Source: an optimization exercise on an open RTL-to-GDS flow (aim: small area, a short achievable clock period and few clock cycles per item). Production flows keep margins and buffers that such runs may drop.
Power figures rest on the tool's default switching activity, not on a simulated workload.

Design fp_addsub_top, start of the top module:
module fp_addsub_top (
  input  logic        clk,
  input  logic        rst_n,
  input  logic        in_req,
  output logic        in_ack,
  input  logic [64:0] in_op,      
  output logic        out_req,
  input  logic        out_ack,
  output logic [34:0] out_res     
);
Settings: LEC_CHECK=0, ABC_AREA=1, CAP_MARGIN=20, CORE_MARGIN=2, CORE_UTILIZATION=40, CTS_BUF_LIST=sky130_fd_sc_hd__clkbuf_8, SETUP_SLACK_MARGIN=3.3, SLEW_MARGIN=20, TNS_END_PERCENT=5, BUFFER_PORTS_ARGS=-buffer_cell sky130_fd_sc_hd__buf_1; clock period 6.5 ns.
standard.sh (not shown) runs the stock make flow with config.mk's settings and CLKGATE_MAP_FILE= SYNTH_SCRIPT=/design/flow/synth_recipe.tcl, a recipe that flattens the netlist after the stock synthesis.
==> flow/flow/run.sh <==
#!/bin/bash
set -e
echo 'export BUFFER_PORTS_ARGS = -buffer_cell sky130_fd_sc_hd__buf_1' >> config.mk
bash standard.sh > standard.log 2>&1
Change:
--- a/flow/design.v
+++ b/flow/design.v
@@ -35,34 +35,44 @@
   input  logic        in_req,
   output logic        in_ack,
   input  logic [64:0] in_op,      
   output logic        out_req,
   input  logic        out_ack,
   output logic [34:0] out_res     
 );
-  logic req_d, acc, v2, v3, rq;
+  logic req_d, acc, v2, v3, rq, ak_a, ak_b;
   logic xfer, r1v, ld2;
+  logic acc_n, v2_n, v3_n, rq_n, r1v_n;
   assign xfer    = v3 & rq & out_ack;              
   assign out_req = v3 & (rq | ~out_ack);
   assign r1v     = req_d & ~acc;                   
   assign ld2     = in_req & r1v & (~v2 | xfer);    
-  assign in_ack  = in_req & (acc | ld2);
+  assign in_ack  = in_req & (ak_a | (ak_b & out_ack));
+  assign acc_n = in_req & in_ack;
+  assign v2_n  = ld2 | (v2 & ~xfer);
+  assign v3_n  = v2 & ~xfer;
+  assign rq_n  = out_req & ~out_ack;
+  assign r1v_n = in_req & ~acc_n;
   always_ff @(posedge clk) begin
     if (!rst_n) begin
       req_d <= 1'b0;
       acc   <= 1'b0;
       v2    <= 1'b0;
       v3    <= 1'b0;
       rq    <= 1'b0;
+      ak_a  <= 1'b0;
+      ak_b  <= 1'b0;
     end else begin
       req_d <= in_req;
-      acc   <= in_req & in_ack;
-      v2    <= ld2 | (v2 & ~xfer);
-      v3    <= v2 & ~xfer;
-      rq    <= out_req & ~out_ack;
+      acc   <= acc_n;
+      v2    <= v2_n;
+      v3    <= v3_n;
+      rq    <= rq_n;
+      ak_a  <= acc_n | (r1v_n & ~v2_n);
+      ak_b  <= r1v_n & v3_n & rq_n;
     end
   end
   logic        a_s, b_s, op_sub;
   logic [7:0]  a_e, b_e;
   logic [22:0] a_f, b_f;
   logic        a_nz, b_nz, b_gt, a_ge_e, swap, s_nz;
   logic [7:0]  d_ab, d_ba, d_abm1;
@@ -113,35 +123,36 @@
     s_sh   = {s_m1, 3'b000} >> sh1;
     sticky = 1'b0;
     for (int j = 0; j < 24; j++) begin
       if (5'(j + 3) < sh1) sticky = sticky | s_m1[j];
     end
     al = {s_sh[26:1], s_sh[0] | (sticky & s_m1[23])};
   end
-  sk_add #(27) add_i (.a({1'b1, l_f1, 3'b000}), .b(al ^ {27{subx1}}), .cin(subx1),
+  sk_add #(27) add_i (.a({1'b1, l_f1, 3'b000} ^ {27{subx1}}), .b(al), .cin(1'b0),
                       .s(s_b), .cout(c_b));
-  assign sum_b = {c_b & ~subx1, s_b};
+  assign sum_b = {c_b, s_b};
   logic        sign2, subx2;
   logic [7:0]  l_e2;
-  logic [27:0] sum2;
+  logic [27:0] tsum2, sum2;
   always_ff @(posedge clk) begin
     if (ld2) begin
       sign2 <= sign1;
       subx2 <= subx1;
       l_e2  <= l_e1;
-      sum2  <= sum_b;
+      tsum2 <= sum_b;
     end
   end
+  assign sum2 = {tsum2[27] & ~subx2, tsum2[26:0] ^ {27{subx2}}};
   logic        carry, zero, uf, ov, up, lost, rc, kill, g, rs, wsel;
   logic [23:0] keep;
   logic [22:0] rnd;
   logic [4:0]  lz;
   logic [31:0] lzx;
   logic [26:0] norm;
-  logic [7:0]  e_f, le1;
+  logic [7:0]  e_f, e_w0, e_w1, e_n0, e_n1;
   logic        sign_d;
   logic [7:0]  e_d;
   logic [22:0] f_d;
   logic [2:0]  fl_d;
   logic [15:0] z1;  logic [15:0]   c1;
   logic [7:0]  z2;  logic [7:0][1:0] c2;
   logic [3:0]  z3;  logic [3:0][2:0] c3;
@@ -190,16 +201,17 @@
     end
     up   = g & (rs | keep[0]);
     lost = g | rs;
     rc   = up & (&keep);
     wsel = carry | sum2[26] | sum2[25];
   end
   bk_add #(23) rnd_i (.a(keep[22:0]), .b(23'd0), .cin(up), .s(rnd), .cout());
-  bk_add #(8)  le1_i (.a(l_e2), .b(8'd0), .cin(1'b1), .s(le1), .cout());
-  bk_add #(8)  ef_i  (.a(le1), .b(carry ? 8'h00 : {3'b111, ~lz}), .cin(rc), .s(e_f), .cout());
+  cmp_add #(8) ew_i (.a(l_e2), .b(carry ? 8'h01 : {8{~sum2[26]}}), .s0(e_w0), .s1(e_w1), .c1());
+  cmp_add #(8) en_i (.a(l_e2), .b({3'b111, ~lz[4:1], 1'b1}), .s0(e_n0), .s1(e_n1), .c1());
+  assign e_f = wsel ? (rc ? e_w1 : e_w0) : (lz[0] ? e_n0 : e_n1);
   always_comb begin
     if (carry)          ov = (l_e2 >= 8'd254) | ((l_e2 == 8'd253) & rc);
     else if (sum2[26])  ov = (l_e2 == 8'd255) | ((l_e2 == 8'd254) & rc);
     else if (sum2[25])  ov = (l_e2 == 8'd255) & rc;
     else                ov = 1'b0;
     uf   = ~zero & ~carry & (l_e2[7:5] == 3'd0) & (l_e2[4:0] <= lz);
     kill = uf | ov;
@@ -343,23 +355,20 @@
   output logic         gt
 );
   logic [N-1:0] gg, tt;
   always_comb begin
     gg = b & ~a;
     tt = b | ~a;
     for (int l = 0; (1 << l) < N; l++) begin
-      for (int i = (2 << l) - 1; i < N; i += (2 << l)) begin
-        gg[i] = gg[i] | (tt[i] & gg[i - (1 << l)]);
-        tt[i] = tt[i] & tt[i - (1 << l)];
-      end
-    end
-    for (int l = 30; l >= 0; l--) begin
-      if ((2 << l) <= N) begin
-        for (int i = 3 * (1 << l) - 1; i < N; i += (2 << l)) begin
-          gg[i] = gg[i] | (tt[i] & gg[i - (1 << l)]);
-          tt[i] = tt[i] & tt[i - (1 << l)];
+      for (int k = 0; 2 * k < ((N + (1 << l) - 1) >> l); k++) begin
+        if (2 * k + 1 < ((N + (1 << l) - 1) >> l)) begin
+          gg[k] = gg[2 * k + 1] | (tt[2 * k + 1] & gg[2 * k]);
+          tt[k] = tt[2 * k + 1] & tt[2 * k];
+        end else begin
+          gg[k] = gg[2 * k];
+          tt[k] = tt[2 * k];
         end
       end
     end
-    gt = gg[N - 1];
+    gt = gg[0];
   end
 endmodule
Setup slack gets worse by 0.22 ns.
Final cell count climbs by 5.4%.
Global-route usage climbs by 0.33 points.
Hold slack gets worse by 0.011 ns.
Total power drops by 10%.
Synthesized cell count climbs by 12%.
Design area drops by 1.0%.
Clock power drops by 9.8%.
Function was not checked in any run of this note: the RTL went through the layout flow alone.

port drivers added, routing unchanged:
In the flow no input, the clock included, has a driving cell. The finished layouts below were timed again as built, in two steps. Step 1 assumes that a clkbuf_16 drives the clock port and a buf_2 every other input. Step 2 also shifts input and output timing later by t, the mid clock arrival at the registers, as if the neighbouring blocks saw the same clock. Three values: no drivers, after step 1, after step 2; two values: the first two.
run | t (ns) | slack for setup (ns) | worst setup path after step 2 | clock arrival spread, ns | cell pins on the clock port's net
the first run | 0.497 | 3.036 / 3.036 / 2.561 | input to register | 0.026 / 0.026 | 1
the second run | 0.514 | 2.813 / 2.813 / 2.647 | input to register | 0.017 / 0.017 | 1
After both steps every run listed still meets setup and hold. The setup slack of the first run, which loses most, moves by 0.000 ns with the drivers and by -0.475 ns with both steps.
